Source: an optimization exercise on an open RTL-to-GDS flow (aim: small area). Production flows keep margins and buffers that such runs may drop. The RTL was checked by simulation tests, not by an equivalence proof against the original design. The clock port is modelled as an ideal driver; clocking choices that lean on that would not hold on a real chip. Power figures rest on the tool's default switching activity, not on a simulated workload.

**config.mk**
```make
export PLATFORM = sky130hd
export DESIGN_NAME = iq_burst_buffer
export DESIGN_NICKNAME = iq_burst_buffer
export VERILOG_FILES = /design/flow/design.v
export SDC_FILE = /design/flow/constraint.sdc
export NUM_CORES = 4
export LEC_CHECK = 0
export CAP_MARGIN = 20
export CORE_MARGIN = 2
export CORE_UTILIZATION = 75
export CTS_BUF_LIST = sky130_fd_sc_hd__clkbuf_8
export CTS_CLUSTER_DIAMETER = 50
export CTS_CLUSTER_SIZE = 18
export PLACE_DENSITY = 0.82
export SLEW_MARGIN = 20
```
**constraint.sdc**
```tcl
create_clock -name core_clock -period 10.0 [get_ports {clk}]
set_input_delay 2.0000 -clock core_clock [delete_from_list [all_inputs] [get_ports {clk}]]
set_output_delay 2.0000 -clock core_clock [all_outputs]
set_load 0.01 [all_outputs]
```
**design.v**
```verilog
package wimax_pkg;
  localparam int DATA_W_DEF    = 16;
  localparam int BURST_LEN_DEF = 96;
  localparam int N_GUARD_DEF   = 8;
  typedef enum logic [1:0] {
    ST_IDLE  = 2'd0,
    ST_GUARD = 2'd1,
    ST_DATA  = 2'd2
  } bb_state_t;
endpackage
module iq_bank_mem #(
  parameter int DATA_W = 16,
  parameter int DEPTH  = 96
) (
  input  logic              clk,
  input  logic [1:0]        shift,
  input  logic [1:0]        hold,
  input  logic [DATA_W-1:0] w_i,
  input  logic [DATA_W-1:0] w_q,
  output logic [DATA_W-1:0] h0_i,
  output logic [DATA_W-1:0] h0_q,
  output logic [DATA_W-1:0] h1_i,
  output logic [DATA_W-1:0] h1_q
);
  localparam int W = 2 * DATA_W;
  logic [1:0][W-1:0] head;
  for (genvar b = 0; b < 2; b++) begin : g_bank
    logic [W-1:0] row [DEPTH];
    logic [W-1:0] s_m, h_m;
    assign s_m = {W{shift[b]}};
    assign h_m = {W{hold[b]}};
    always_ff @(posedge clk) begin
      row[0] <= (s_m & {w_i, w_q}) | (h_m & row[0]);
      for (int k = 1; k < DEPTH; k++) row[k] <= (s_m & row[k-1]) | (h_m & row[k]);
    end
    assign head[b] = row[DEPTH-1];
  end
  assign {h0_i, h0_q} = head[0];
  assign {h1_i, h1_q} = head[1];
endmodule
import wimax_pkg::*;
module iq_burst_buffer #(
  parameter int DATA_W    = DATA_W_DEF,
  parameter int BURST_LEN = BURST_LEN_DEF,
  parameter int N_GUARD   = N_GUARD_DEF
) (
  input  logic              clk,
  input  logic              rst_n,
  input  logic [DATA_W-1:0] s_i,
  input  logic [DATA_W-1:0] s_q,
  input  logic              s_valid,
  output logic              s_ready,
  output logic [DATA_W-1:0] m_i,
  output logic [DATA_W-1:0] m_q,
  output logic              m_valid,
  input  logic              m_ready,
  output logic              m_sob,
  output logic              m_eob,
  output logic              overflow
);
  localparam int CW = $clog2(BURST_LEN);
  localparam logic [CW-1:0] LAST_IDX = CW'(BURST_LEN - 1);
  logic [1:0]        full;
  logic              w_bank, r_bank;
  logic [CW-1:0]     w_cnt, r_cnt;
  logic              busy;           
  logic              accept, w_last, rd_adv, r_last, rd_done, next_ready;
  logic [1:0]        shift, hold;
  logic [1:0]        full_c;
  logic              w_bank_c, r_bank_c, busy_c;
  logic              accept_c, w_last_c, rd_done_c;
  logic [DATA_W-1:0] rd_i, rd_q;
  logic [DATA_W-1:0] h0_i, h0_q, h1_i, h1_q;
  assign s_ready = ~full[w_bank];
  assign accept  = s_valid & s_ready;
  assign w_last  = accept & (w_cnt == LAST_IDX);
  always_ff @(posedge clk or negedge rst_n)
    if (!rst_n) begin
      w_bank   <= 1'b0;
      w_cnt    <= '0;
      overflow <= 1'b0;
    end else begin
      if (s_valid & ~s_ready) overflow <= 1'b1;
      if (accept) begin
        if (w_last) begin
          w_cnt  <= '0;
          w_bank <= ~w_bank;
        end else begin
          w_cnt  <= w_cnt + 1'b1;
        end
      end
    end
  assign rd_adv  = busy & m_ready;
  assign r_last  = (r_cnt == LAST_IDX);
  assign rd_done = rd_adv & r_last;
  assign next_ready = full[~r_bank] | (w_last & (w_bank != r_bank));
  always_ff @(posedge clk or negedge rst_n)
    if (!rst_n) begin
      full   <= '0;
      busy   <= 1'b0;
      r_cnt  <= '0;
      r_bank <= 1'b0;
    end else begin
      if (w_last)  full[w_bank] <= 1'b1;
      if (rd_done) full[r_bank] <= 1'b0;
      if (!busy) begin
        busy <= full[r_bank];
      end else if (rd_done) begin
        busy   <= next_ready;
        r_cnt  <= '0;
        r_bank <= ~r_bank;
      end else if (m_ready) begin
        r_cnt  <= r_cnt + 1'b1;
      end
    end
  assign shift[0] = (accept & ~w_bank) | (rd_adv & ~r_bank);
  assign shift[1] = (accept &  w_bank) | (rd_adv &  r_bank);
  assign accept_c  = s_valid & ~full_c[w_bank_c];
  assign w_last_c  = accept_c & (w_cnt == LAST_IDX);
  assign rd_done_c = busy_c & m_ready & r_last;
  always_ff @(posedge clk or negedge rst_n)
    if (!rst_n) begin
      full_c   <= '0;
      busy_c   <= 1'b0;
      w_bank_c <= 1'b0;
      r_bank_c <= 1'b0;
    end else begin
      if (w_last_c)  full_c[w_bank_c] <= 1'b1;
      if (rd_done_c) full_c[r_bank_c] <= 1'b0;
      if (w_last_c)  w_bank_c <= ~w_bank_c;
      if (!busy_c) begin
        busy_c <= full_c[r_bank_c];
      end else if (rd_done_c) begin
        busy_c   <= full_c[~r_bank_c] | (w_last_c & (w_bank_c != r_bank_c));
        r_bank_c <= ~r_bank_c;
      end
    end
  assign hold[0] = ~((accept_c & ~w_bank_c) | (busy_c & m_ready & ~r_bank_c));
  assign hold[1] = ~((accept_c &  w_bank_c) | (busy_c & m_ready &  r_bank_c));
  iq_bank_mem #(
    .DATA_W (DATA_W),
    .DEPTH  (BURST_LEN)
  ) u_mem (
    .clk    (clk),
    .shift  (shift),
    .hold   (hold),
    .w_i    (s_i),
    .w_q    (s_q),
    .h0_i   (h0_i),
    .h0_q   (h0_q),
    .h1_i   (h1_i),
    .h1_q   (h1_q)
  );
  logic sel0, sel1;
  assign sel0 = busy & ~r_bank;
  assign sel1 = busy &  r_bank;
  assign m_valid = busy;
  assign m_i     = ({DATA_W{sel0}} & h0_i) | ({DATA_W{sel1}} & h1_i);
  assign m_q     = ({DATA_W{sel0}} & h0_q) | ({DATA_W{sel1}} & h1_q);
  assign m_sob   = busy & (r_cnt == '0);
  assign m_eob   = busy & r_last;
endmodule
```
**flow/run.sh**
```bash
#!/bin/bash
# Standard ORFS layout (the standard.sh, unchanged synthesis), with two
# changes: clock tree synthesis without dummy loads, and the smallest buffer
# for the port buffers. The make output goes to flow_make.log here; ORFS's
# per-step logs stay under orfs/logs/.
set -euo pipefail
export CTS_ARGS="-sink_clustering_enable -repair_clock_nets -dont_use_dummy_load -buf_list sky130_fd_sc_hd__clkbuf_8 -sink_clustering_size 18 -sink_clustering_max_diameter 50"
export BUFFER_PORTS_ARGS="-buffer_cell sky130_fd_sc_hd__buf_1"
bash standard.sh finish > flow_make.log 2>&1
```
**standard.sh**
```bash
#!/bin/bash
# synth_recipe.tcl (not shown) runs the flow's synth.tcl, then flattens the netlist and writes it again
# the make line also repeats each setting of config.mk as NAME=value (left out here)
make -C /OpenROAD-flow-scripts/flow DESIGN_CONFIG=/design/flow/config.mk WORK_HOME=/design/flow/orfs CLKGATE_MAP_FILE= SYNTH_SCRIPT=/design/flow/synth_recipe.tcl "${@:-finish}"
```
==> results of run 1 <==
==> sequential cells by signal, indices dropped and copies added (netlist names) <==
name              count
full_c                2
overflow              1
r_bank_c              1
busy                  1
busy_c                1
r_cnt                 7
r_bank                1
w_bank                1
u_mem.g_bank.row   6144
w_bank_c              1
full                  2
w_cnt                 7
==> worst max-delay path: stages, from the launching register on <==
cell	delay, ps
dfrtp_1	460
clkinv_1	690
nor4_1	490
buf_1	200
==> placed cells by master (no fill, tap or decap), types with 5 or more instances in the layout <==
cell and n:
a21oi_1 6, a22o_1 6144, buf_1 72, buf_12 51, buf_4 37, clkbuf_8 449, dfrtp_1 24, dfxtp_1 6144
diode_2 9, mux2i_1 34, nand2_1 18, nor2_1 40, nor3_1 5, o21ai_0 7, xnor2_1 7
==> path summary, 6_finish.rpt <==
path | slack (ps) | depth (start not counted) | end | start
max | 5080 | 3 | m_sob | busy
min reg2reg | 380 | 1 | u_mem.g_bank[0].row[71][24] | u_mem.g_bank[0].row[70][24]
min | 380 | 1 | u_mem.g_bank[0].row[71][24] | u_mem.g_bank[0].row[70][24]
max in group asynchronous | 8830 | 2 | r_bank | rst_n
min in group asynchronous | 880 | 2 | w_cnt[5] | rst_n
max reg2reg | 6330 | 5 | u_mem.g_bank[1].row[85][8] | r_bank
==> metrics by stage <==
step / cells / worst slack (ps) / power (uW) / util
5_1_grt: 16322 / 4797 / 42440 / 0.7751
3_5_place_dp: 15863 / 4831 / 30390 / 0.7496
2_1_floorplan: 13862 / 6492 / 29760 / -
4_1_cts: 16312 / 4927 / 41120 / 0.7748
6_report: 16323 / 5078 / 40710 / 0.7751
3_3_place_gp: 15863 / 4897 / 30160 / 0.7496
==> final cells by class <==
type | instances | area (um2) | share of cell area
antenna | 9 | 22.52 | 0.0001183
clock buffer | 449 | 6180 | 0.03245
inverter | 5 | 18.77 | 0.00009855
multi-input combinational | 6309 | 54940 | 0.2885
sequential | 6169 | 123600 | 0.6492
tap | 3220 | 4029 | 0.02116
timing repair buffer | 162 | 1624 | 0.008528
==> per-layer routing <==
metal / track usage / part of all wire
met3: 0.02876 / 0.026
met2: 0.3605 / 0.46
met1: 0.3098 / 0.49
met4: 0.06204 / 0.023
met5: 0 / 0.000045
==> power groups by stage <==
stage	clock network, uW	registers (uW)	logic [uW]
after detailed placement	0	28000	2400
after global placement	0	27900	2270
final	10900	27400	2380
after global routing	12200	27600	2650
after floorplan	0	27600	2130
after CTS	11300	27400	2420
==> cells by family after synthesis <==
family,count (synthesis),share of synthesized area
AOI/OAI and AO/OA,6172,0.2917
xor gates and xnor gates,9,0.0004258
adders and majority gates,3,0.0002028
buffers and inverters,1384,0.03563
DFF,6169,0.6678
muxes,36,0.001960
and+or+nand+nor,89,0.002257
==> out/results.tsv, run 1 <==
metric	value	unit
drc	0	
synth_edf_count	0	
drive_gt1_frac	0.04216	
yosysUniqueCellTypes	45	
status	finished clean	
gp_congestion	0.7438	
ant_nets	0	
cp.arrival	2920	ps
insertion_delay	1110	ps
grt_pass1_vias	101422	
die_width	500.8	um
syn_area_per_cell	13.35	um2
antenna_found_initial	10	
grtUsageTotal	0.2206	
dr.pass1.iters	5	
vias_per_cell	6.467	
design_area	190400	um2
numCtsBuffers	449	
routedWlPerCell	17.63	um
grt_overflow	0	
cts_setup_buffers	0	
final-setup-viol-count	0	
synth_top_cells_by_count	6,144 x a22o_1, 6,144 x dfxtp_1, 973 x buf_2	
hold_viol	0	
tns	0	ps
via_count	105556	
io_pins	73	
worstSetupPathType	reg2out	
place_hpwl	157200	um
num_rows	182	
min_period_over_period	0.4922	
fillCellCount	15239	
rsz0062_at_grt	false	
tightest_slew	1449	ps
start_util	0.7534	
fp.dieArea	250800	um2
drt_wl_total	287700	um
slew_viol_final	0	
clkTransAtPathRegs	100	ps
yosysSeqAreaShare	0.6678	
core	245700	um2
seq_power_share	0.674	
net-switching-power	8968	uW
fmax	203.2	MHz
crit_path_start_kind	register	
p_int	31740	uW
switching_share	0.2203	
synth_warnings	4	
end_kind	output port	
synth-async-reset-ratio	0.004053	
netlist.area_leader.share	0.6644	
clock-sinks	6169	
hold_buffers	0	
hold_ws	379.3	ps
syn_inst	13862	
finalCriticalPeriod	4922	ps
synth_flop_cell	dfxtp_1	
syn_area	185100	um2
cts_resized	0	
power.leakage	0.07607	uW
port_buffers	72	
worstPathMaxFanout	34	
yosys-top-cells-area	dfxtp_1 66%, a22o_1 29%, buf_2 2.6%	
die_h	500.8	um
synth_fp_nets	13901	
hold_class	reg2reg	
combPwrFrac	0.059	
dr.first_iter.drc_count	8153	
max-slew-margin-rel	0.03385	
skew	90.74	ps
ir_worst_vdd	0.0001898	V
p_clk_frac	0.268	
yosys.area.top_type	dfxtp_1	
ys_seq_elements	6169	
htree_num_levels	5	
cts_root_buf	clkbuf_8	
p_per_area	213.8	nW/um2
cts_tree	built	
fin_nets	13135	
cp_data_required_time	8000	ps
area_delta_synth_final	2.873	%
grt_pass1_wl	491700	um
drv_cap	0	
place_area	184200	um2
cts_buffer_depth	4	
grt_max_degree	271	
==> run 2, diff against run 1 <==
==> flow/run.sh (replaced) <==
#!/bin/bash
set -euo pipefail
export CTS_ARGS="-sink_clustering_enable -repair_clock_nets -dont_use_dummy_load -buf_list sky130_fd_sc_hd__clkbuf_8 -sink_clustering_size 18 -sink_clustering_max_diameter 50"
export BUFFER_PORTS_ARGS="-buffer_cell sky130_fd_sc_hd__buf_1"
export POST_CTS_TCL="$PWD/flow/post_cts.tcl"
export LEAF_SLEW_LIMIT=0.106
bash standard.sh finish > flow_make.log 2>&1
==> flow/post_cts.tcl (new file) <==
# Upsize clock-tree leaf buffers whose flip-flop clock pins would see a slow
# slew after routing. The prediction is linear in the leaf net's fanout and
# half-perimeter, fitted on routed layouts of this design (clkbuf_8 leaves).
set block [ord::get_db_block]
set n_up 0
foreach inst [$block getInsts] {
  if {![string match clkbuf_leaf_* [$inst getName]]} continue
  if {[[$inst getMaster] getName] ne "sky130_fd_sc_hd__clkbuf_8"} continue
  set onet ""
  foreach it [$inst getITerms] {
    if {[$it isOutputSignal]} { set onet [$it getNet] }
  }
  if {$onet eq "" || $onet eq "NULL"} continue
  set xs {}; set ys {}; set n 0
  foreach it [$onet getITerms] {
    set bb [[$it getInst] getBBox]
    lappend xs [$bb xMin] [$bb xMax]; lappend ys [$bb yMin] [$bb yMax]
    if {![$it isOutputSignal]} { incr n }
  }
  set hp [expr {([tcl::mathfunc::max {*}$xs] - [tcl::mathfunc::min {*}$xs] + [tcl::mathfunc::max {*}$ys] - [tcl::mathfunc::min {*}$ys]) / 1000.0}]
  set pred [expr {0.0156 + 0.0038 * $n + 0.00025 * $hp}]
  if {$pred > $::env(LEAF_SLEW_LIMIT)} {
    replace_cell [get_cells [$inst getName]] sky130_fd_sc_hd__clkbuf_16
    incr n_up
    puts "post_cts: upsized [$inst getName] fanout $n hpwl $hp predicted slew $pred"
  }
}
puts "post_cts: upsized $n_up leaf buffers"
if {$n_up > 0} {
  detailed_placement
  check_placement -verbose
  estimate_parasitics -placement
}
--- a/config.mk
+++ b/config.mk
@@ -7,9 +7,9 @@
 export LEC_CHECK = 0
 export CAP_MARGIN = 20
 export CORE_MARGIN = 2
-export CORE_UTILIZATION = 75
+export CORE_UTILIZATION = 65
 export CTS_BUF_LIST = sky130_fd_sc_hd__clkbuf_8
 export CTS_CLUSTER_DIAMETER = 50
 export CTS_CLUSTER_SIZE = 18
-export PLACE_DENSITY = 0.82
+export PLACE_DENSITY = 0.72
 export SLEW_MARGIN = 20
==> out/results.tsv, run 2 <==
metric	value	unit	change
largest_register	u_mem.g_bank.row		unchanged
final_cell_mix	6,144 x a22o_1, 6,144 x dfxtp_1, 481 x clkbuf_8, 72 x buf_1, 57 x buf_12		was 6,144 x a22o_1, 6,144 x dfxtp_1, 449 x clkbuf_8, 72 x buf_1, 51 x buf_12
ys_seq_elements	6169		unchanged
dp_slack	4834	ps	was 4831 ps
clock-sinks	6169		unchanged
r2r_cells	5		unchanged
grt_pass1_vias	100587		was 101,422
worstPathMaxFanout	41		was 34
io_pins	73		unchanged
syn_area	185100	um2	unchanged
yosysUniqueCellTypes	45		unchanged
yosysSeqAreaShare	0.6678		unchanged
worst_slack	4943	ps	was 5078 ps
grtUsageTotal	0.1889		was 0.2206
p_per_area	213.8	nW/um2	about the same
grt_pass1_wl	487100	um	was 491,700 um
crit_path_start_kind	register		unchanged
syn_area_per_cell	13.35	um2	unchanged
cts_tree	built		unchanged
synth-async-reset-ratio	0.004053		unchanged
cp_data_required_time	8000	ps	about the same
status	finished clean		unchanged
final-setup-viol-count	0		unchanged
place_hpwl	151900	um	was 157,200 um
dr.first_iter.drc_count	7721		was 8,153
fillCellCount	20300		was 15,239
fmax	197.8	MHz	was 203.2 MHz
skew	91.86	ps	was 90.74 ps
synth_edf_count	0		unchanged
top_regs	u_mem.g_bank.row x6144, r_cnt x7, w_cnt x7		unchanged
ant_nets	0		unchanged
worstSetupPathType	reg2out		unchanged
synth_warnings	4		unchanged
start_util	0.6547		was 0.7534
largest_register_ffs	6144		unchanged
min_from	u_mem.g_bank[1].row[62][28]		was u_mem.g_bank[0].row[70][24]
drt_wl_total	283000	um	was 287,700 um
netlist.area_leader.share	0.6644		unchanged
r2r-end	u_mem.g_bank[1].row[50][26]		was u_mem.g_bank[1].row[85][8]
end_kind	output port		unchanged
grt_max_degree	250		was 271
hold_class	reg2reg		unchanged
drc	0		unchanged
endpoint	m_i[7]		was m_sob
fin_nets	13173		was 13,135
max-slew-margin-rel	0.2200		was 0.03385
synth_fp_nets	13901		unchanged
yosys-top-cells-area	dfxtp_1 66%, a22o_1 29%, buf_2 2.6%		unchanged
synth_top_cells_by_count	6,144 x a22o_1, 6,144 x dfxtp_1, 973 x buf_2		unchanged
syn_inst	13862		unchanged
slew_viol_final	0		unchanged
die_width	537.7	um	was 500.8 um
dr.pass1.iters	5		unchanged
tightest_slew	1170	ps	was 1449 ps
rr_startpoint	r_bank		unchanged
die_h	537.7	um	was 500.8 um
crit_start	r_bank		was busy
placed_cells	16394		was 15,863
clkTransAtPathRegs	100	ps	about the same
synth_flop_cell	dfxtp_1		unchanged
vias_per_cell	6.217		was 6.467
routedWlPerCell	16.76	um	was 17.63 um
tns	0	ps	unchanged
hold_viol	0		unchanged
insertion_delay	1090	ps	was 1110 ps
r2r_setup_slack	6470	ps	was 6330 ps
gp_congestion	0.7329		was 0.7438
min_period_over_period	0.5057		was 0.4922
core	282800	um2	was 245,700 um2
port_buffers	72		unchanged
power.leakage	0.07633	uW	was 0.07607 uW
antenna_found_initial	16		was 10
rsz0062_at_grt	false		unchanged
yosys.area.top_type	dfxtp_1		unchanged
ir_worst_vdd	0.0001629	V	was 0.0001898 V
area_delta_synth_final	3.515	%	was 2.873%
cp.arrival	3060	ps	was 2920 ps
finalCriticalPeriod	5057	ps	was 4922 ps
via_count	104993		was 105,556
num_rows	195		was 182
fp.dieArea	289100	um2	was 250,800 um2
instances_no_fill	16889		was 16,323
grt_overflow	0		unchanged
drive_gt1_frac	0.04493		was 0.04216
drv_cap	0		unchanged
run 2: cell counts after synthesis:
No cell type changed its count.
run 2: cell type report:
class	instances	area, um2	share of cell area
clock buffers	481	6620	0.03455
flip-flops and latches	6169	123600	0.6451
diodes	14	35.03	0.0001828
inverters	5	18.77	0.00009794
repair buffers	168	1704	0.008893
multi-input cells	6309	54940	0.2867
well taps	3743	4683	0.02444
run 2: critical path: stages, from the launching register on:
cell and delay [ps]:
dfrtp_2 350, buf_4 570, mux2i_1 790, nor2_1 100
buf_1 160
run 2: how the worst min path moves through the flow:
stage,end,slack (ps),depth (start not counted)
6_report,u_mem.g_bank[1].row[63][28],390,1
5_1_grt,u_mem.g_bank[0].row[65][0],390,1
3_3_place_gp,u_mem.g_bank[1].row[72][20],450,1
2_1_floorplan,u_mem.g_bank[0].row[1][0],440,1
3_5_place_dp,u_mem.g_bank[0].row[85][21],450,1
run 2: through the flow:
stage / area (um2) / util / total power [uW] / hold slack, ps
2_1_floorplan: 185100 / - / 29760 / 442.6
3_3_place_gp: 185000 / 0.6541 / 30140 / 451.9
3_5_place_dp: 185000 / 0.6541 / 30330 / 450.7
5_1_grt: 191600 / 0.6777 / 42840 / 386.2
6_report: 191600 / 0.6777 / 40980 / 386.4
run 2: power breakdown:
group          switching, uW  internal [uW]  total, uW
Combinational           1020           1340       2360
Clock                   6970           4270      11200
Sequential               985          26400      27400
Total                   8970          32000      41000
run 2: kinds of logic after synthesis:
kind of cell / Yosys count / share of synthesized area
AO/OA/AOI/OAI: 6172 / 0.2917
flip-flops: 6169 / 0.6678
buffers and inverters: 1384 / 0.03563
AND/OR/NAND/NOR: 89 / 0.002257
multiplexers: 36 / 0.001960
XOR/XNOR: 9 / 0.0004258
adder cells (fa/ha/maj): 3 / 0.0002028
run 2: routing by layer:
metal | track usage | vias up | wire length (um)
met4 | 0.06016 | 4 | 7271
met1 | 0.2615 | 51825 | 143200
met3 | 0.02377 | 483 | 7668
met5 | 0 | - | 28
li1 | - | 51623 | -
met2 | 0.3092 | 1058 | 124900
==> run 3, diff against run 2 <==
--- a/design.v
+++ b/design.v
@@ -66,9 +66,7 @@
   logic              busy;           
   logic              accept, w_last, rd_adv, r_last, rd_done, next_ready;
   logic [1:0]        shift, hold;
-  logic [1:0]        full_c;
-  logic              w_bank_c, r_bank_c, busy_c;
-  logic              accept_c, w_last_c, rd_done_c;
+  logic              w_bank_c;
   logic [DATA_W-1:0] rd_i, rd_q;
   logic [DATA_W-1:0] h0_i, h0_q, h1_i, h1_q;
   assign s_ready = ~full[w_bank];
@@ -77,6 +75,7 @@
   always_ff @(posedge clk or negedge rst_n)
     if (!rst_n) begin
       w_bank   <= 1'b0;
+      w_bank_c <= 1'b0;
       w_cnt    <= '0;
       overflow <= 1'b0;
     end else begin
@@ -84,7 +83,8 @@
       if (accept) begin
         if (w_last) begin
           w_cnt  <= '0;
-          w_bank <= ~w_bank;
+          w_bank   <= ~w_bank;
+          w_bank_c <= ~w_bank_c;
         end else begin
           w_cnt  <= w_cnt + 1'b1;
         end
@@ -115,28 +115,8 @@
     end
   assign shift[0] = (accept & ~w_bank) | (rd_adv & ~r_bank);
   assign shift[1] = (accept &  w_bank) | (rd_adv &  r_bank);
-  assign accept_c  = s_valid & ~full_c[w_bank_c];
-  assign w_last_c  = accept_c & (w_cnt == LAST_IDX);
-  assign rd_done_c = busy_c & m_ready & r_last;
-  always_ff @(posedge clk or negedge rst_n)
-    if (!rst_n) begin
-      full_c   <= '0;
-      busy_c   <= 1'b0;
-      w_bank_c <= 1'b0;
-      r_bank_c <= 1'b0;
-    end else begin
-      if (w_last_c)  full_c[w_bank_c] <= 1'b1;
-      if (rd_done_c) full_c[r_bank_c] <= 1'b0;
-      if (w_last_c)  w_bank_c <= ~w_bank_c;
-      if (!busy_c) begin
-        busy_c <= full_c[r_bank_c];
-      end else if (rd_done_c) begin
-        busy_c   <= full_c[~r_bank_c] | (w_last_c & (w_bank_c != r_bank_c));
-        r_bank_c <= ~r_bank_c;
-      end
-    end
-  assign hold[0] = ~((accept_c & ~w_bank_c) | (busy_c & m_ready & ~r_bank_c));
-  assign hold[1] = ~((accept_c &  w_bank_c) | (busy_c & m_ready &  r_bank_c));
+  assign hold[0] = ~((accept & ~w_bank_c) | (rd_adv & ~r_bank));
+  assign hold[1] = ~((accept &  w_bank_c) | (rd_adv &  r_bank));
   iq_bank_mem #(
     .DATA_W (DATA_W),
     .DEPTH  (BURST_LEN)
==> flow/run.sh (replaced) <==
#!/bin/bash
set -euo pipefail
export CTS_ARGS="-sink_clustering_enable -repair_clock_nets -dont_use_dummy_load -buf_list sky130_fd_sc_hd__clkbuf_8 -sink_clustering_size 20 -sink_clustering_max_diameter 60"
export BUFFER_PORTS_ARGS="-buffer_cell sky130_fd_sc_hd__buf_1"
export POST_CTS_TCL="$PWD/flow/post_cts.tcl"
export LEAF_SLEW_LIMIT=0.117
bash standard.sh finish > flow_make.log 2>&1
--- a/flow/post_cts.tcl
+++ b/flow/post_cts.tcl
@@ -1,6 +1,7 @@
 # Upsize clock-tree leaf buffers whose flip-flop clock pins would see a slow
 # slew after routing. The prediction is linear in the leaf net's fanout and
-# half-perimeter, fitted on routed layouts of this design (clkbuf_8 leaves).
+# half-perimeter, fitted on routed layouts of this design (clkbuf_8 leaves
+# driving dfxtp_1 clock pins).
 set block [ord::get_db_block]
 set n_up 0
 foreach inst [$block getInsts] {
@@ -18,7 +19,7 @@
     if {![$it isOutputSignal]} { incr n }
   }
   set hp [expr {([tcl::mathfunc::max {*}$xs] - [tcl::mathfunc::min {*}$xs] + [tcl::mathfunc::max {*}$ys] - [tcl::mathfunc::min {*}$ys]) / 1000.0}]
-  set pred [expr {0.0156 + 0.0038 * $n + 0.00025 * $hp}]
+  set pred [expr {0.0173 + 0.00414 * $n + 0.000184 * $hp}]
   if {$pred > $::env(LEAF_SLEW_LIMIT)} {
     replace_cell [get_cells [$inst getName]] sky130_fd_sc_hd__clkbuf_16
     incr n_up
--- a/config.mk
+++ b/config.mk
@@ -7,9 +7,9 @@
 export LEC_CHECK = 0
 export CAP_MARGIN = 20
 export CORE_MARGIN = 2
-export CORE_UTILIZATION = 65
+export CORE_UTILIZATION = 75
 export CTS_BUF_LIST = sky130_fd_sc_hd__clkbuf_8
-export CTS_CLUSTER_DIAMETER = 50
-export CTS_CLUSTER_SIZE = 18
-export PLACE_DENSITY = 0.72
+export CTS_CLUSTER_DIAMETER = 60
+export CTS_CLUSTER_SIZE = 20
+export PLACE_DENSITY = 0.82
 export SLEW_MARGIN = 20
==> out/results.tsv, run 3 <==
metric	value	unit	change
fmax	199.4	MHz	was 197.8 MHz
switching_share	0.2132		was 0.2190
place_hpwl	158200	um	was 151,900 um
clkTransAtPathRegs	110	ps	was 100 ps
top_regs	u_mem.g_bank.row x6144, r_cnt x7, w_cnt x7		unchanged
place_area	184100	um2	was 185,000 um2
worstPathMaxFanout	28		was 41
routedWlPerCell	17.78	um	was 16.76 um
drc	0		unchanged
status	finished clean		unchanged
syn_area	185000	um2	was 185,100 um2
synth-async-reset-ratio	0.003406		was 0.004053
p_int	29590	uW	was 32,000 uW
seqCellArea	123500	um2	was 123,600 um2
grt_overflow	0		unchanged
end_kind	output port		unchanged
die_h	500.7	um	was 537.7 um
io_pins	73		unchanged
hold_ws	403.3	ps	was 386.4 ps
drv_cap	0		unchanged
worstSetupPathType	reg2out		unchanged
p_clk_frac	0.266		was 0.274
hold_class	reg2reg		unchanged
rsz0062_at_grt	false		unchanged
synth_warnings	4		unchanged
dp_slack	4837	ps	was 4834 ps
final_cell_mix	6,144 x a22o_1, 6,144 x dfxtp_1, 360 x clkbuf_8, 71 x buf_1, 50 x buf_4		was 6,144 x a22o_1, 6,144 x dfxtp_1, 481 x clkbuf_8, 72 x buf_1, 57 x buf_12
core	245700	um2	was 282,800 um2
fin_nets	13037		was 13,173
num_rows	182		was 195
p_per_area	198.7	nW/um2	was 213.8 nW/um2
worst_slack	4986	ps	was 4943 ps
hold_viol	0		unchanged
cts_tree	built		unchanged
min_period_over_period	0.5014		was 0.5057
grt_pass1_wl	489800	um	was 487,100 um
fp.dieArea	250700	um2	was 289,100 um2
final-setup-viol-count	0		unchanged
drive_gt1_frac	0.03640		was 0.04493
slew_viol_final	0		unchanged
max-slew-margin-rel	0.1355		was 0.2200
cpPeakStageDelay	660	ps	was 790 ps
design_area	189200	um2	was 191,600 um2
combPwrFrac	0.040		was 0.058
crit_path_start_kind	register		unchanged
start_util	0.7531		was 0.6547
port_buffers	72		unchanged
largest_register	u_mem.g_bank.row		unchanged
yosysUniqueCellTypes	43		was 45
multi_input_area	54930	um2	was 54,940 um2
clock-sinks	6165		was 6,169
cpMaxStageDelayCell	dfrtp_2		was mux2i_1
ys_seq_elements	6165		was 6,169
via_count	105017		was 104,993
fillCellCount	15550		was 20,300
syn_area_per_cell	13.37	um2	was 13.35 um2
yosys-top-cells-area	dfxtp_1 66%, a22o_1 29%, clkbuf_1 1.4%		was dfxtp_1 66%, a22o_1 29%, buf_2 2.6%
gr-max-usage-layer	met2		unchanged
crit_chain	buf_4 -> mux2i_1 -> nor2b_1 -> buf_1		was buf_4 -> mux2i_1 -> nor2_1 -> buf_1
synth_fp_nets	13878		was 13,901
insertion_delay	1090	ps	about the same
yosysSeqAreaShare	0.6675		was 0.6678
yosys.area.top_type	dfxtp_1		unchanged
synth_flop_cell	dfxtp_1		unchanged
cp.arrival	3010	ps	was 3060 ps
area_delta_synth_final	2.252	%	was 3.515%
finalCriticalPeriod	5014	ps	was 5057 ps
grtUsageTotal	0.2201		was 0.1889
largest_register_ffs	6144		unchanged
tns	0	ps	unchanged
syn_inst	13839		was 13,862
gr-usage-met3	0.02594		was 0.02377
crit_family	buffers and inverters		was multiplexers
cp_data_required_time	8000	ps	about the same
netlist.area_leader.share	0.6647		was 0.6644
ant_nets	0		unchanged
worst-path-buf-inv	2		unchanged
ir_worst_vdd	0.0001558	V	was 0.0001629 V
net-switching-power	8016	uW	was 8973 uW
power.leakage	0.07388	uW	was 0.07633 uW
skew	74.72	ps	was 91.86 ps
use_met1	0.3237		was 0.2615
die_width	500.7	um	was 537.7 um
synth_edf_count	0		unchanged
vias_per_cell	6.470		was 6.217
drt_wl_total	288700	um	was 283,000 um
gp_congestion	0.7252		was 0.7329
dr.first_iter.drc_count	8145		was 7,721
synth_top_cells_by_count	6,144 x a22o_1, 6,144 x dfxtp_1, 673 x clkbuf_1		was 6,144 x a22o_1, 6,144 x dfxtp_1, 973 x buf_2
seq_power_share	0.695		was 0.668
tightest_slew	1297	ps	was 1170 ps
use_met2	0.3481		was 0.3092
dr.pass1.iters	6		was 5
grt_pass1_vias	98582		was 100,587
antenna_found_initial	13		was 16
grt_max_degree	273		was 250
==> run 3: layout make-up <==
cell class / instances / share of cell area
clock buffers: 360 / 0.02619
inverters: 4 / 0.00007935
diodes: 15 / 0.0001984
flip-flops and latches: 6165 / 0.6528
multi-input cells: 6292 / 0.2903
repair buffers: 175 / 0.009099
well taps: 3220 / 0.02129
==> run 3: cell families (layout without fill, tap and decap cells) <==
| logic type | after synthesis | count (layout) | share of synthesized area |
|---|---|---|---|
| DFF | 6165 | 6165 | 0.6675 |
| adders and majority gates | 3 | 3 | 0.0002029 |
| AOI/OAI and AO/OA | 6165 | 6165 | 0.2916 |
| and+or+nand+nor | 82 | 82 | 0.002502 |
| buffers and inverters | 1382 | 539 | 0.03583 |
| muxes | 35 | 35 | 0.001974 |
| xor gates and xnor gates | 7 | 7 | 0.0003313 |
| other | 0 | 15 | 0 |
==> run 3: per-stage QoR <==
step                        util  cells  total power, uW
final                     0.7701  16231            37600
after global routing      0.7700  16228            39080
after detailed placement  0.7494  15853            28180
after global placement    0.7494  15852            28040
after floorplan                -  13839            27810
==> run 3: path summary, 6_finish.rpt <==
path | startpoint | to | slack (ps) | cells past startpoint
setup / recovery | r_bank | m_q[7] | 4990 | 4
hold / removal | u_mem.g_bank[1].row[49][5] | u_mem.g_bank[1].row[50][5] | 400 | 1
setup reg to reg | busy | u_mem.g_bank[1].row[37][29] | 5800 | 5
hold reg to reg | u_mem.g_bank[1].row[49][5] | u_mem.g_bank[1].row[50][5] | 400 | 1
max in group asynchronous | rst_n | r_bank | 8720 | 1
min in group asynchronous | rst_n | overflow | 890 | 1
==> run 3: power groups by stage <==
stage	clock network (uW)	registers, uW	logic [uW]
floorplan	0	26500	1320
global placement	0	26600	1420
detailed placement	0	26700	1490
global route	11200	26200	1650
finish	9990	26100	1490
==> run 3: layer usage <==
metal	share of wire	wire length, um
met4	0.022	6439
met3	0.025	7232
met1	0.49	142900
met5	0	0
met2	0.46	132100
==> run 4, diff against run 3 <==
--- a/config.mk
+++ b/config.mk
@@ -5,6 +5,7 @@
 export SDC_FILE = /design/flow/constraint.sdc
 export NUM_CORES = 4
 export LEC_CHECK = 0
+export ABC_AREA = 1
 export CAP_MARGIN = 20
 export CORE_MARGIN = 2
 export CORE_UTILIZATION = 75
==> out/results.tsv, run 4 <==
metric	value	unit	change
status	finished with violations		was finished clean
so.violations	max-slew violations		
yosys.area.top_type	dfxtp_1		unchanged
skew	55.91	ps	was 74.72 ps
r2r_cells	8		was 5
final_common_cell	nand2_1		
drt_wl_total	353500	um	was 288,700 um
placed_cells	28763		was 15,853
p_per_area	201.5	nW/um2	was 198.7 nW/um2
num_rows	194		was 182
fin_util	0.7630		was 0.7701
port_buffers	72		unchanged
slew_viol_final	29		was 0
routedWlPerCell	12.14	um	was 17.78 um
multi_input_area	77850	um2	was 54,930 um2
rsz0062_at_grt	false		unchanged
grtUsageTotal	0.2377		was 0.2201
yosys-top-cells-area	dfxtp_1 58%, nand2_1 22%, nand3_1 15%		was dfxtp_1 66%, a22o_1 29%, clkbuf_1 1.4%
drv_cap	0		unchanged
grt_overflow	0		unchanged
syn_area_per_cell	7.847	um2	was 13.37 um2
whs_path_depth	2		was 1
grt_pass1_vias	139966		was 98,582
instances_no_fill	29124		was 16,231
cp_data_required_time	10940	ps	was 8000 ps
synth_edf_count	0		unchanged
netlist.area_leader.share	0.5830		was 0.6647
drc	0		unchanged
fin_nets	25439		was 13,037
drive_gt1_frac	0.02024		was 0.03640
dr.first_iter.drc_count	12324		was 8,145
die_h	534.4	um	was 500.7 um
clkTransAtPathRegs	110	ps	about the same
dr.pass1.iters	8		was 6
synth_top_cells_by_count	12,358 x nand2_1, 6,222 x nand3_1, 6,144 x dfxtp_1		was 6,144 x a22o_1, 6,144 x dfxtp_1, 673 x clkbuf_1
die_width	534.4	um	was 500.7 um
worstPathMaxFanout	260		was 28
area_delta_synth_final	1.131	%	was 2.252%
syn_area	211000	um2	was 185,000 um2
power.leakage	0.1050	uW	was 0.07388 uW
hold_class	reg2reg		unchanged
end_kind	register		was output port
ant_nets	0		unchanged
tightest_slew	1511	ps	was 1297 ps
gp_congestion	0.7336		was 0.7252
cts_tree	built		unchanged
grt_pass1_wl	619200	um	was 489,800 um
yosysMostFrequentCell	nand2_1		
insertion_delay	1080	ps	was 1090 ps
largest_register_ffs	6144		unchanged
max-slew-margin-rel	-0.007568		was 0.1355
fmax	207.3	MHz	was 199.4 MHz
vias_per_cell	5.412		was 6.470
worstSetupPathType	in2reg		was reg2out
seqCellArea	123500	um2	about the same
io_pins	73		unchanged
yosysSeqAreaShare	0.5855		was 0.6675
syn_inst	26886		was 13,839
synth_flop_cell	dfxtp_1		unchanged
hold_viol	0		unchanged
grt_max_degree	261		was 273
cp.arrival	5770	ps	was 3010 ps
yosysUniqueCellTypes	25		was 43
ys_seq_elements	6165		unchanged
core	279600	um2	was 245,700 um2
via_count	157626		was 105,017
crit_path_start_kind	input port		was register
top_regs	u_mem.g_bank.row x6144, r_cnt x7, w_cnt x7		unchanged
ir_worst_vdd	0.0001820	V	was 0.0001558 V
final_cell_mix	12,356 x nand2_1, 6,222 x nand3_1, 6,144 x dfxtp_1, 358 x clkbuf_8, 72 x buf_12		was 6,144 x a22o_1, 6,144 x dfxtp_1, 360 x clkbuf_8, 71 x buf_1, 50 x buf_4
synth_warnings	4		unchanged
largest_register	u_mem.g_bank.row		unchanged
finalCriticalPeriod	4824	ps	was 5014 ps
place_hpwl	184800	um	was 158,200 um
fillCellCount	21836		was 15,550
min_period_over_period	0.4824		was 0.5014
fp.dieArea	285600	um2	was 250,700 um2
synth-async-reset-ratio	0.003406		unchanged
start_util	0.7545		was 0.7531
final-setup-viol-count	0		unchanged
tns	0	ps	unchanged
antenna_found_initial	2		was 13
synth_fp_nets	26925		was 13,878
clock-sinks	6165		unchanged
==> run 4: cell families after synthesis <==
| group | count (synthesis) | share of synthesized area |
|---|---|---|
| buffers and inverters | 2089 | 0.04565 |
| AO/OA/AOI/OAI | 21 | 0.0005634 |
| XOR/XNOR | 3 | 0.0001246 |
| flip-flops | 6165 | 0.5855 |
| AND/OR/NAND/NOR | 18605 | 0.3680 |
| adder cells (fa/ha/maj) | 3 | 0.0001779 |
==> run 4: stage by stage <==
stage	hold slack (ps)	total power [uW]	worst slack (ps)	area [um2]
after floorplan	419.6	32450	6780	211000
after global placement	423.0	33300	4376	208400
after detailed placement	428.1	33460	4355	208400
after global routing	423.8	45170	5118	213400
final	402.5	42990	5176	213400
==> run 4: worst paths after layout <==
kind                                            start                    endpoint  slack (ps)
max reg2reg                                      busy  u_mem.g_bank[0].row[19][6]        5370
min in group asynchronous                       rst_n                     full[1]         880
min reg2reg                u_mem.g_bank[0].row[1][31]  u_mem.g_bank[0].row[2][31]         400
max in group asynchronous                       rst_n                        busy        8740
min                        u_mem.g_bank[0].row[1][31]  u_mem.g_bank[0].row[2][31]         400
max                                           s_valid  u_mem.g_bank[0].row[11][8]        5180
==> run 4: final cells by class <==
cell class                 instances  share of cell area
antenna                            2          0.00002346
inverter                          27           0.0005454
timing repair buffer             216             0.01067
sequential                      6165              0.5789
multi-input combinational      18632              0.3649
clock buffer                     358             0.02309
tap                             3724             0.02184
==> run 4: routing by layer <==
layer | share of wire | routed length [um] | GRT usage
met4 | 0.018 | 6398 | 0.05244
met2 | 0.47 | 164400 | 0.4224
met5 | 0.000037 | 13 | 0
met3 | 0.031 | 10960 | 0.02082
met1 | 0.49 | 171700 | 0.3155
==> run 4: worst max-delay path, stage by stage <==
cell and delay, ps:
buf_1 120, inv_1 120, nor2_1 760, nand2_4 770
buf_12 470, buf_12 380, nand3_1 310, nand2_1 70
==> run 4: where the power goes <==
group,switching [uW],leakage (uW),internal (uW),total [uW]
sequential,964,0.0499,26500,27500
combinational,4120,0.0526,1310,5430
clock,6860,0.00257,3240,10100
==> run 5, diff against run 4 <==
--- a/design.v
+++ b/design.v
@@ -63,11 +63,11 @@
   logic [1:0]        full;
   logic              w_bank, r_bank;
   logic [CW-1:0]     w_cnt, r_cnt;
-  logic              busy;           
+  logic [1:0]        play;
+  logic              busy;
   logic              accept, w_last, rd_adv, r_last, rd_done, next_ready;
   logic [1:0]        shift, hold;
   logic              w_bank_c;
-  logic [DATA_W-1:0] rd_i, rd_q;
   logic [DATA_W-1:0] h0_i, h0_q, h1_i, h1_q;
   assign s_ready = ~full[w_bank];
   assign accept  = s_valid & s_ready;
@@ -82,14 +82,15 @@
       if (s_valid & ~s_ready) overflow <= 1'b1;
       if (accept) begin
         if (w_last) begin
-          w_cnt  <= '0;
+          w_cnt    <= '0;
           w_bank   <= ~w_bank;
           w_bank_c <= ~w_bank_c;
         end else begin
-          w_cnt  <= w_cnt + 1'b1;
+          w_cnt    <= w_cnt + 1'b1;
         end
       end
     end
+  assign busy    = play[0] | play[1];
   assign rd_adv  = busy & m_ready;
   assign r_last  = (r_cnt == LAST_IDX);
   assign rd_done = rd_adv & r_last;
@@ -97,26 +98,27 @@
   always_ff @(posedge clk or negedge rst_n)
     if (!rst_n) begin
       full   <= '0;
-      busy   <= 1'b0;
+      play   <= '0;
       r_cnt  <= '0;
       r_bank <= 1'b0;
     end else begin
       if (w_last)  full[w_bank] <= 1'b1;
       if (rd_done) full[r_bank] <= 1'b0;
       if (!busy) begin
-        busy <= full[r_bank];
+        play[r_bank] <= full[r_bank];
       end else if (rd_done) begin
-        busy   <= next_ready;
+        play[r_bank]  <= 1'b0;
+        play[~r_bank] <= next_ready;
         r_cnt  <= '0;
         r_bank <= ~r_bank;
       end else if (m_ready) begin
         r_cnt  <= r_cnt + 1'b1;
       end
     end
-  assign shift[0] = (accept & ~w_bank) | (rd_adv & ~r_bank);
-  assign shift[1] = (accept &  w_bank) | (rd_adv &  r_bank);
-  assign hold[0] = ~((accept & ~w_bank_c) | (rd_adv & ~r_bank));
-  assign hold[1] = ~((accept &  w_bank_c) | (rd_adv &  r_bank));
+  assign shift[0] = (accept & ~w_bank)   | (m_ready & play[0]);
+  assign shift[1] = (accept &  w_bank)   | (m_ready & play[1]);
+  assign hold[0]  = ~((accept & ~w_bank_c) | (rd_adv & ~r_bank));
+  assign hold[1]  = ~((accept &  w_bank_c) | (rd_adv &  r_bank));
   iq_bank_mem #(
     .DATA_W (DATA_W),
     .DEPTH  (BURST_LEN)
@@ -131,12 +133,9 @@
     .h1_i   (h1_i),
     .h1_q   (h1_q)
   );
-  logic sel0, sel1;
-  assign sel0 = busy & ~r_bank;
-  assign sel1 = busy &  r_bank;
   assign m_valid = busy;
-  assign m_i     = ({DATA_W{sel0}} & h0_i) | ({DATA_W{sel1}} & h1_i);
-  assign m_q     = ({DATA_W{sel0}} & h0_q) | ({DATA_W{sel1}} & h1_q);
+  assign m_i     = ({DATA_W{play[0]}} & h0_i) | ({DATA_W{play[1]}} & h1_i);
+  assign m_q     = ({DATA_W{play[0]}} & h0_q) | ({DATA_W{play[1]}} & h1_q);
   assign m_sob   = busy & (r_cnt == '0);
   assign m_eob   = busy & r_last;
 endmodule
--- a/config.mk
+++ b/config.mk
@@ -5,7 +5,6 @@
 export SDC_FILE = /design/flow/constraint.sdc
 export NUM_CORES = 4
 export LEC_CHECK = 0
-export ABC_AREA = 1
 export CAP_MARGIN = 20
 export CORE_MARGIN = 2
 export CORE_UTILIZATION = 75
==> out/results.tsv, run 5 <==
metric	value	unit	change
skew	78.65	ps	was 55.91 ps
dr.pass1.iters	7		was 8
die_h	500.4	um	was 534.4 um
die_width	500.4	um	was 534.4 um
cp.arrival	2670	ps	was 5770 ps
netlist.area_leader.share	0.6655		was 0.5830
insertion_delay	1100	ps	was 1080 ps
fillCellCount	15570		was 21,836
num_rows	182		was 194
multi_input_area	54660	um2	was 77,850 um2
ir_worst_vdd	0.0004500	V	was 0.0001820 V
cp_data_required_time	8000	ps	was 10,940 ps
placed_cells	15811		was 28,763
fmax	214.1	MHz	was 207.3 MHz
ys_seq_elements	6166		was 6,165
hold_viol	0		unchanged
fp.dieArea	250400	um2	was 285,600 um2
yosys.area.top_type	dfxtp_1		unchanged
top_regs	u_mem.g_bank.row x6144, r_cnt x7, w_cnt x7		unchanged
ant_nets	0		unchanged
use_met1	0.3193		was 0.3155
gp_congestion	0.7291		was 0.7336
yosysSeqAreaShare	0.6684		was 0.5855
syn_inst	13806		was 26,886
yosysMostFrequentCell	a22o_1		was nand2_1
syn_area_per_cell	13.39	um2	was 7.847 um2
largest_register_ffs	6144		unchanged
crit_path_start_kind	register		was input port
synth_edf_count	0		unchanged
synth-async-reset-ratio	0.003568		was 0.003406
gr-usage-met3	0.02543		was 0.02082
start_util	0.7529		was 0.7545
worstSetupPathType	reg2out		was in2reg
max-slew-margin-rel	0.2198		was -0.007568
min_period_over_period	0.4670		was 0.4824
power.leakage	0.07558	uW	was 0.1050 uW
drive_gt1_frac	0.03552		was 0.02024
synth_flop_cell	dfxtp_1		unchanged
worst_slack	5330	ps	was 5176 ps
fin_nets	12993		was 25,439
io_pins	73		unchanged
dr.first_iter.drc_count	8892		was 12,324
gr-max-usage-layer	met2		unchanged
grtUsageTotal	0.2177		was 0.2377
end_kind	output port		was register
via_count	104450		was 157,626
finalCriticalPeriod	4670	ps	was 4824 ps
port_buffers	72		unchanged
synth_fp_nets	13845		was 26,925
grt_overflow	0		unchanged
clkTransAtPathRegs	110	ps	about the same
synth_top_cells_by_count	6,176 x a22o_1, 6,144 x dfxtp_1, 660 x clkbuf_1		was 12,358 x nand2_1, 6,222 x nand3_1, 6,144 x dfxtp_1
seqCellArea	123500	um2	about the same
clock-sinks	6166		was 6,165
routedWlPerCell	17.59	um	was 12.14 um
drv_cap	0		unchanged
yosysUniqueCellTypes	42		was 25
use_met2	0.3469		was 0.4224
yosys-top-cells-area	dfxtp_1 67%, a22o_1 29%, clkbuf_1 1.3%		was dfxtp_1 58%, nand2_1 22%, nand3_1 15%
synth_warnings	4		unchanged
worstPathMaxFanout	4		was 260
vias_per_cell	6.458		was 5.412
grt_pass1_wl	486200	um	was 619,200 um
drc	0		unchanged
area_delta_synth_final	2.178	%	was 1.131%
rsz0062_at_grt	false		unchanged
grt_max_degree	251		was 261
dp_slack	4728	ps	was 4355 ps
final-setup-viol-count	0		unchanged
tns	0	ps	unchanged
hold_class	reg2reg		unchanged
drt_wl_total	284500	um	was 353,500 um
largest_register	u_mem.g_bank.row		unchanged
final_common_cell	a22o_1		was nand2_1
cts_tree	built		unchanged
slew_viol_final	0		was 29
core	245500	um2	was 279,600 um2
p_per_area	284.9	nW/um2	was 201.5 nW/um2
syn_area	184800	um2	was 211,000 um2
antenna_found_initial	9		was 2
status	finished clean		was finished with violations
final_cell_mix	6,176 x a22o_1, 6,144 x dfxtp_1, 360 x clkbuf_8, 71 x buf_1, 53 x buf_12		was 12,356 x nand2_1, 6,222 x nand3_1, 6,144 x dfxtp_1, 358 x clkbuf_8, 72 x buf_12
tightest_slew	1170	ps	was 1511 ps
instances_no_fill	16174		was 29,124
place_hpwl	157200	um	was 184,800 um
grt_pass1_vias	98172		was 139,966
## run 5: changes by cell type after synthesis, moves of 5 or more
cell / change
a31oi_1: +5
o21ai_0: -8
nand2_1: -12339
inv_1: -16
buf_6: +9
xnor2_1: +6
buf_2: -872
buf_4: +185
nor2_1: -15
buf_1: -30
clkbuf_1: +21
a22o_1: +6176
nand3_1: -6217
## run 5: critical path, cell delays in order, from the launching register on
cell and delay (ps):
dfrtp_1 420, ha_1 240, nand3_1 150, or3_1 400, nor2_1 230, buf_1 180
## run 5: report_power, final
group	internal (uW)	switching, uW
sequential	29200	2520
clock	3280	6720
combinational	4850	7230
## run 5: kinds of logic after synthesis
| group | Yosys count | share of synthesized area |
|---|---|---|
| AOI/OAI and AO/OA | 6198 | 0.2935 |
| xor gates and xnor gates | 7 | 0.0003317 |
| buffers and inverters | 1384 | 0.03601 |
| adders and majority gates | 3 | 0.0002031 |
| muxes | 4 | 0.0002911 |
| DFF | 6166 | 0.6684 |
| and+or+nand+nor | 44 | 0.001185 |
## run 5: layer usage
metal | vias to the layer above | share of wire
met3 | 445 | 0.025
met1 | 51747 | 0.50
met2 | 1045 | 0.46
met4 | 2 | 0.021
met5 | - | 0.000046
li1 | 51211 | -
## run 5: final timing paths
kind	slack [ps]	end	depth (start not counted)	start
worst max-delay path	5330	m_eob	5	r_cnt[0]
max in group asynchronous	8730	w_bank_c	1	rst_n
worst min-delay path	420	u_mem.g_bank[0].row[62][22]	1	u_mem.g_bank[0].row[61][22]
min in group asynchronous	900	w_bank	1	rst_n
worst min register to register	420	u_mem.g_bank[0].row[62][22]	1	u_mem.g_bank[0].row[61][22]
worst max register to register	5850	u_mem.g_bank[1].row[64][12]	7	register
## run 5: stage by stage
stage / power, uW / area, um2 / hold WS [ps] / util
2_1_floorplan: 42420 / 184800 / 442.6 / -
3_3_place_gp: 43710 / 183900 / 450.8 / 0.7490
3_5_place_dp: 44390 / 183900 / 450.9 / 0.7490
5_1_grt: 56860 / 188900 / 440.3 / 0.7693
6_report: 53800 / 188900 / 415.0 / 0.7693
## run 5: cell type report
cell class / instances / share of cell area
Antenna cell: 2 / 0.00002650
Clock buffer: 361 / 0.02637
Inverter: 9 / 0.0001789
Multi-Input combinational cell: 6256 / 0.2894
Sequential cell: 6166 / 0.6542
Tap cell: 3220 / 0.02133
Timing Repair Buffer: 160 / 0.008467
==> run 6, diff against run 5 <==
--- a/config.mk
+++ b/config.mk
@@ -11,5 +11,6 @@
 export CTS_BUF_LIST = sky130_fd_sc_hd__clkbuf_8
 export CTS_CLUSTER_DIAMETER = 60
 export CTS_CLUSTER_SIZE = 20
+export GPL_TIMING_DRIVEN = 0
 export PLACE_DENSITY = 0.82
 export SLEW_MARGIN = 20
==> out/results.tsv, run 6 <==
metric	value	unit	change
synth_edf_count	0		unchanged
cp.arrival	2680	ps	was 2670 ps
via_count	111121		was 104,450
tns	0	ps	unchanged
skew	90.09	ps	was 78.65 ps
grt_pass1_wl	569000	um	was 486,200 um
vias_per_cell	6.362		was 6.458
synth_warnings	4		unchanged
grt_overflow	0		unchanged
dr.first_iter.drc_count	6812		was 8,892
num_rows	182		unchanged
ys_seq_elements	6166		unchanged
finalCriticalPeriod	4684	ps	was 4670 ps
drt_wl_total	343600	um	was 284,500 um
cp_data_required_time	8000	ps	about the same
die_width	500.4	um	unchanged
yosysSeqAreaShare	0.6684		unchanged
syn_area_per_cell	13.39	um2	unchanged
drc	0		unchanged
crit_path_start_kind	register		unchanged
end_kind	output port		unchanged
fmax	213.5	MHz	was 214.1 MHz
io_pins	73		unchanged
syn_inst	13806		unchanged
power.leakage	0.07856	uW	was 0.07558 uW
place_area	189200	um2	was 183,900 um2
tightest_slew	1099	ps	was 1170 ps
grt_max_degree	23		was 251
die_h	500.4	um	unchanged
status	finished clean		unchanged
gp_congestion	0.8250		was 0.7291
grt_pass1_vias	110855		was 98,172
ant_nets	0		unchanged
top_regs	u_mem.g_bank.row x6144, r_cnt x7, w_cnt x7		unchanged
dr.pass1.iters	6		was 7
drv_cap	0		unchanged
hold_viol	0		unchanged
port_buffers	72		unchanged
synth-async-reset-ratio	0.003568		unchanged
yosysUniqueCellTypes	42		unchanged
fin_nets	14281		was 12,993
worstSetupPathType	reg2out		unchanged
fin_util	0.7910		was 0.7693
yosys-top-cells-area	dfxtp_1 67%, a22o_1 29%, clkbuf_1 1.3%		unchanged
whs_path_depth	1		unchanged
yosysMostFrequentCell	a22o_1		unchanged
final-setup-viol-count	0		unchanged
hold_class	reg2reg		unchanged
r2r_cells	7		unchanged
core	245500	um2	unchanged
fp.dieArea	250400	um2	unchanged
area_delta_synth_final	5.063	%	was 2.178%
final_common_cell	a22o_1		unchanged
netlist.area_leader.share	0.6655		unchanged
antenna_found_initial	9		unchanged
grtUsageTotal	0.2665		was 0.2177
routedWlPerCell	19.67	um	was 17.59 um
rsz0062_at_grt	false		unchanged
synth_top_cells_by_count	6,176 x a22o_1, 6,144 x dfxtp_1, 660 x clkbuf_1		unchanged
synth_flop_cell	dfxtp_1		unchanged
fillCellCount	14705		was 15,570
place_hpwl	246100	um	was 157,200 um
p_per_area	288.6	nW/um2	was 284.9 nW/um2
start_util	0.7529		unchanged
final_cell_mix	6,176 x a22o_1, 6,144 x dfxtp_1, 660 x clkbuf_1, 479 x buf_2, 355 x clkbuf_8		was 6,176 x a22o_1, 6,144 x dfxtp_1, 360 x clkbuf_8, 71 x buf_1, 53 x buf_12
design_area	194200	um2	was 188,900 um2
slew_viol_final	0		unchanged
synth_fp_nets	13845		unchanged
max-slew-margin-rel	0.2631		was 0.2198
syn_area	184800	um2	unchanged
yosys.area.top_type	dfxtp_1		unchanged
min_period_over_period	0.4684		was 0.4670
largest_register	u_mem.g_bank.row		unchanged
cts_tree	built		unchanged
clock-sinks	6166		unchanged
largest_register_ffs	6144		unchanged
ir_worst_vdd	0.0002140	V	was 0.0004500 V
clkTransAtPathRegs	120	ps	was 110 ps
insertion_delay	1130	ps	was 1100 ps
drive_gt1_frac	0.07514		was 0.03552
worstPathMaxFanout	10		was 4
-- run 6: area by class of cell --
class / count / area, um2 / share of cell area
Sequential cell: 6166 / 123500 / 0.6362
Multi-Input combinational cell: 6256 / 54640 / 0.2814
Buffer: 1375 / 6623 / 0.03410
Clock buffer: 359 / 4986 / 0.02568
Tap cell: 3220 / 4029 / 0.02075
Timing Repair Buffer: 75 / 312.8 / 0.001611
Inverter: 9 / 33.78 / 0.0001740
Antenna cell: 6 / 15.01 / 0.00007732
-- run 6: routing by layer --
| metal | wire, um | GRT usage |
|---|---|---|
| met1 | 160300 | 0.3649 |
| met2 | 162100 | 0.4470 |
| met3 | 12110 | 0.03463 |
| met4 | 9122 | 0.07378 |
| met5 | 27 | 0 |
-- run 6: stage by stage --
step	setup WS [ps]	total power (uW)	hold slack (ps)	std cells
final	5316	56050	423.4	17466
after global routing	5167	59070	449.6	17463
after detailed placement	4856	46380	452.3	17101
after global placement	3294	45350	451.5	17098
after floorplan	6620	42420	442.6	13806
-- run 6: critical path: stages (launching register included) --
cell and delay, ps:
dfrtp_1 340, buf_2 380, buf_1 390, a22o_1 290
buf_1 180
-- run 6: power breakdown --
| part | switching (uW) | internal, uW |
|---|---|---|
| combinational | 8000 | 5870 |
| clock | 6820 | 3290 |
| sequential | 2850 | 29200 |
| total | 17700 | 38400 |
-- run 6: logic make-up after synthesis --
family                   synth area share
AO/OA/AOI/OAI                      0.2935
flip-flops                         0.6684
buffers and inverters             0.03601
AND/OR/NAND/NOR                  0.001185
XOR/XNOR                        0.0003317
multiplexers                    0.0002911
adder cells (fa/ha/maj)         0.0002031
-- run 6: worst paths after layout --
check                                             from                     endpoint  slack [ps]
max                                           register                       m_q[0]        5320
min                        u_mem.g_bank[1].row[42][27]  u_mem.g_bank[1].row[43][27]         420
max reg2reg                                     w_bank   u_mem.g_bank[0].row[1][11]        6550
min reg2reg                u_mem.g_bank[1].row[42][27]  u_mem.g_bank[1].row[43][27]         420
max in group asynchronous                        rst_n                     r_cnt[2]        8800
min in group asynchronous                        rst_n                    async pin         840
==> run 7, diff against run 6 <==
--- a/config.mk
+++ b/config.mk
@@ -7,10 +7,9 @@
 export LEC_CHECK = 0
 export CAP_MARGIN = 20
 export CORE_MARGIN = 2
-export CORE_UTILIZATION = 75
+export CORE_UTILIZATION = 78
 export CTS_BUF_LIST = sky130_fd_sc_hd__clkbuf_8
 export CTS_CLUSTER_DIAMETER = 60
 export CTS_CLUSTER_SIZE = 20
-export GPL_TIMING_DRIVEN = 0
-export PLACE_DENSITY = 0.82
+export PLACE_DENSITY = 0.84
 export SLEW_MARGIN = 20
==> out/results.tsv, run 7 <==
metric	value	unit	change
drv_cap	0		unchanged
fillCellCount	13956		was 14,705
rsz0062_at_grt	false		unchanged
crit_chain	ha_1 -> nand3_1 -> or3_1 -> nor2_1 -> buf_1		was buf_2 -> buf_1 -> a22o_1 -> buf_1
netlist.area_leader.share	0.6655		unchanged
path_depth	5		was 4
fin_nets	13005		was 14,281
synth_edf_count	0		unchanged
synth-async-reset-ratio	0.003568		unchanged
die_width	490.8	um	was 500.4 um
io_pins	73		unchanged
die_h	490.8	um	was 500.4 um
skew	54.05	ps	was 90.09 ps
drive_gt1_frac	0.03656		was 0.07514
clock-sinks	6166		unchanged
fp.dieArea	240900	um2	was 250,400 um2
r2r_cells	7		unchanged
dr.pass1.iters	7		was 6
worstSetupPathType	reg2out		unchanged
final-setup-viol-count	0		unchanged
start_util	0.7851		was 0.7529
vias_per_cell	6.481		was 6.362
final_cell_mix	6,176 x a22o_1, 6,144 x dfxtp_1, 357 x clkbuf_8, 71 x buf_1, 54 x buf_4		was 6,176 x a22o_1, 6,144 x dfxtp_1, 660 x clkbuf_1, 479 x buf_2, 355 x clkbuf_8
via_count	104508		was 111,121
fmax	212.7	MHz	was 213.5 MHz
min_period_over_period	0.4702		was 0.4684
cts_tree	built		unchanged
area_delta_synth_final	2.139	%	was 5.063%
dr.first_iter.drc_count	8717		was 6,812
syn_inst	13806		unchanged
grt_max_degree	253		was 23
worstPathMaxFanout	4		was 10
grt_pass1_vias	98425		was 110,855
antenna_found_initial	9		unchanged
worst-path-buf-inv	1		was 3
finalCriticalPeriod	4702	ps	was 4684 ps
routedWlPerCell	17.72	um	was 19.67 um
crit_family	simple AND/OR/NAND/NOR gates		was buffers and inverters
hold_viol	0		unchanged
cp_data_required_time	8000	ps	about the same
grt_pass1_wl	489200	um	was 569,000 um
place_hpwl	157700	um	was 246,100 um
top_regs	u_mem.g_bank.row x6144, r_cnt x7, w_cnt x7		unchanged
port_buffers	72		unchanged
drt_wl_total	285700	um	was 343,600 um
clkTransAtPathRegs	110	ps	was 120 ps
yosysMostFrequentCell	a22o_1		unchanged
status	finished clean		unchanged
ant_nets	0		unchanged
crit_path_start_kind	register		unchanged
p_per_area	285.2	nW/um2	was 288.6 nW/um2
syn_area_per_cell	13.39	um2	unchanged
core	235400	um2	was 245,500 um2
cpPeakStageDelay	420	ps	was 390 ps
synth_flop_cell	dfxtp_1		unchanged
max-slew-margin-rel	0.1959		was 0.2631
yosysSeqAreaShare	0.6684		unchanged
insertion_delay	1120	ps	was 1130 ps
synth_fp_nets	13845		unchanged
grt_overflow	0		unchanged
synth_top_cells_by_count	6,176 x a22o_1, 6,144 x dfxtp_1, 660 x clkbuf_1		unchanged
grtUsageTotal	0.2279		was 0.2665
final_common_cell	a22o_1		unchanged
num_rows	178		was 182
hold_class	reg2reg		unchanged
whs_path_depth	1		unchanged
ys_seq_elements	6166		unchanged
tightest_slew	1206	ps	was 1099 ps
hold_ws	426.5	ps	was 423.4 ps
yosys-top-cells-area	dfxtp_1 67%, a22o_1 29%, clkbuf_1 1.3%		unchanged
gp_congestion	0.7436		was 0.8250
yosys.area.top_type	dfxtp_1		unchanged
slew_viol_final	0		unchanged
synth_warnings	4		unchanged
syn_area	184800	um2	unchanged
cpMaxStageDelayCell	dfrtp_1		was buf_1
largest_register_ffs	6144		unchanged
yosysUniqueCellTypes	42		unchanged
end_kind	output port		unchanged
power.leakage	0.07559	uW	was 0.07856 uW
ir_worst_vdd	0.0003264	V	was 0.0002140 V
drc	0		unchanged
tns	0	ps	unchanged
cp.arrival	2700	ps	was 2680 ps
largest_register	u_mem.g_bank.row		unchanged
-- run 7: cell counts after synthesis --
Identical to the previous run, type by type.
-- run 7: cells by family (layout without fill, tap and decap cells) --
logic type,Yosys count,after routing,synth area share
muxes,4,4,0.0002911
AOI/OAI and AO/OA,6198,6198,0.2935
xor gates and xnor gates,7,7,0.0003317
DFF,6166,6166,0.6684
buffers and inverters,1384,542,0.03601
and+or+nand+nor,44,44,0.001185
other,0,11,0
adders and majority gates,3,3,0.0002031
-- run 7: area by class of cell --
| type | count | area (um2) | share of cell area |
|---|---|---|---|
| inverter | 9 | 33.78 | 0.0001789 |
| clock buffer | 358 | 4938 | 0.02616 |
| antenna | 11 | 27.53 | 0.0001458 |
| multi-input combinational | 6256 | 54660 | 0.2895 |
| sequential | 6166 | 123600 | 0.6545 |
| tap | 3150 | 3941 | 0.02088 |
| timing repair buffer | 175 | 1632 | 0.008643 |
-- run 7: path summary, 6_finish.rpt --
kind | start | end | slack, ps
worst min register to register | u_mem.g_bank[0].row[30][2] | u_mem.g_bank[0].row[31][2] | 430
max in group asynchronous | rst_n | async pin | 8710
min in group asynchronous | rst_n | w_cnt[6] | 870
worst max register to register | register | u_mem.g_bank[0].row[92][19] | 5960
worst min-delay path | u_mem.g_bank[0].row[30][2] | u_mem.g_bank[0].row[31][2] | 430
worst max-delay path | r_cnt[0] | m_eob | 5300
-- run 7: per-layer routing --
metal  global-route usage  share of wire  vias to the layer above
met1               0.3353           0.49                    51731
met2               0.3613           0.46                     1107
met3              0.02621          0.025                      454
met5                    0              0                        -
met4              0.05825          0.022                        0
li1                     -              -                    51216
-- run 7: worst register-to-register path, stage by stage (launching register included) --
cell and delay, ps:
dfrtp_2 400, buf_4 270, nor2_2 280, nor2b_1 210, a2bb2oi_4 780, buf_4 780
buf_4 920, a22o_1 330
-- run 7: through the flow --
stage | area (um2) | util | cells | total power [uW] | setup slack [ps]
final | 188800 | 0.8019 | 16125 | 53850 | 5298
after global routing | 188800 | 0.8019 | 16124 | 56860 | 5113
after detailed placement | 183800 | 0.7808 | 15756 | 44460 | 4662
after global placement | 183800 | 0.7807 | 15754 | 43640 | 4684
after floorplan | 184800 | - | 13806 | 42420 | 6620
-- run 7: report_power, final --
group          leakage, uW  switching [uW]  internal (uW)
logic               0.0226            7310           4860
clock network      0.00258            6710           3260
registers           0.0504            2510          29200
total               0.0756           16500          37300

## re-timing with driven ports
The results above use ideal ports. As a check the final layouts listed here were re-extracted and re-timed, cells and wires unchanged. Step 1 sets driving cells, clkbuf_16 on the clock port and buf_2 on the other inputs (assumed; they add their load-dependent delay and slew). Step 2 also shifts input and output timing later by t, the mid clock arrival at the registers, as if the neighbouring blocks saw the same clock. Slacks: ideal / step 1 / step 2; pairs: ideal / step 1.
| run | shift t [ns] | setup slack, ns | worst register clock-pin slew, ns |
|---|---|---|---|
| run 1 | 1.162 | 5.078 / 4.987 / 4.737 | 0.11 / 0.11 |
| run 2 | 1.151 | 4.943 / 4.843 / 4.655 | 0.10 / 0.10 |
| run 3 | 1.149 | 4.986 / 4.893 / 4.658 | 0.12 / 0.12 |
| run 4 | 1.154 | 5.176 / 5.246 / 4.092 | 0.12 / 0.12 |
| run 5 | 1.153 | 5.330 / 5.231 / 4.545 | 0.12 / 0.12 |
| run 6 | 1.165 | 5.316 / 5.227 / 4.734 | 0.12 / 0.12 |
| run 7 | 1.175 | 5.298 / 5.202 / 4.575 | 0.12 / 0.12 |
For run 4, which loses most, drivers alone change the setup slack by +0.070 ns; drivers and shift together by -1.084 ns.
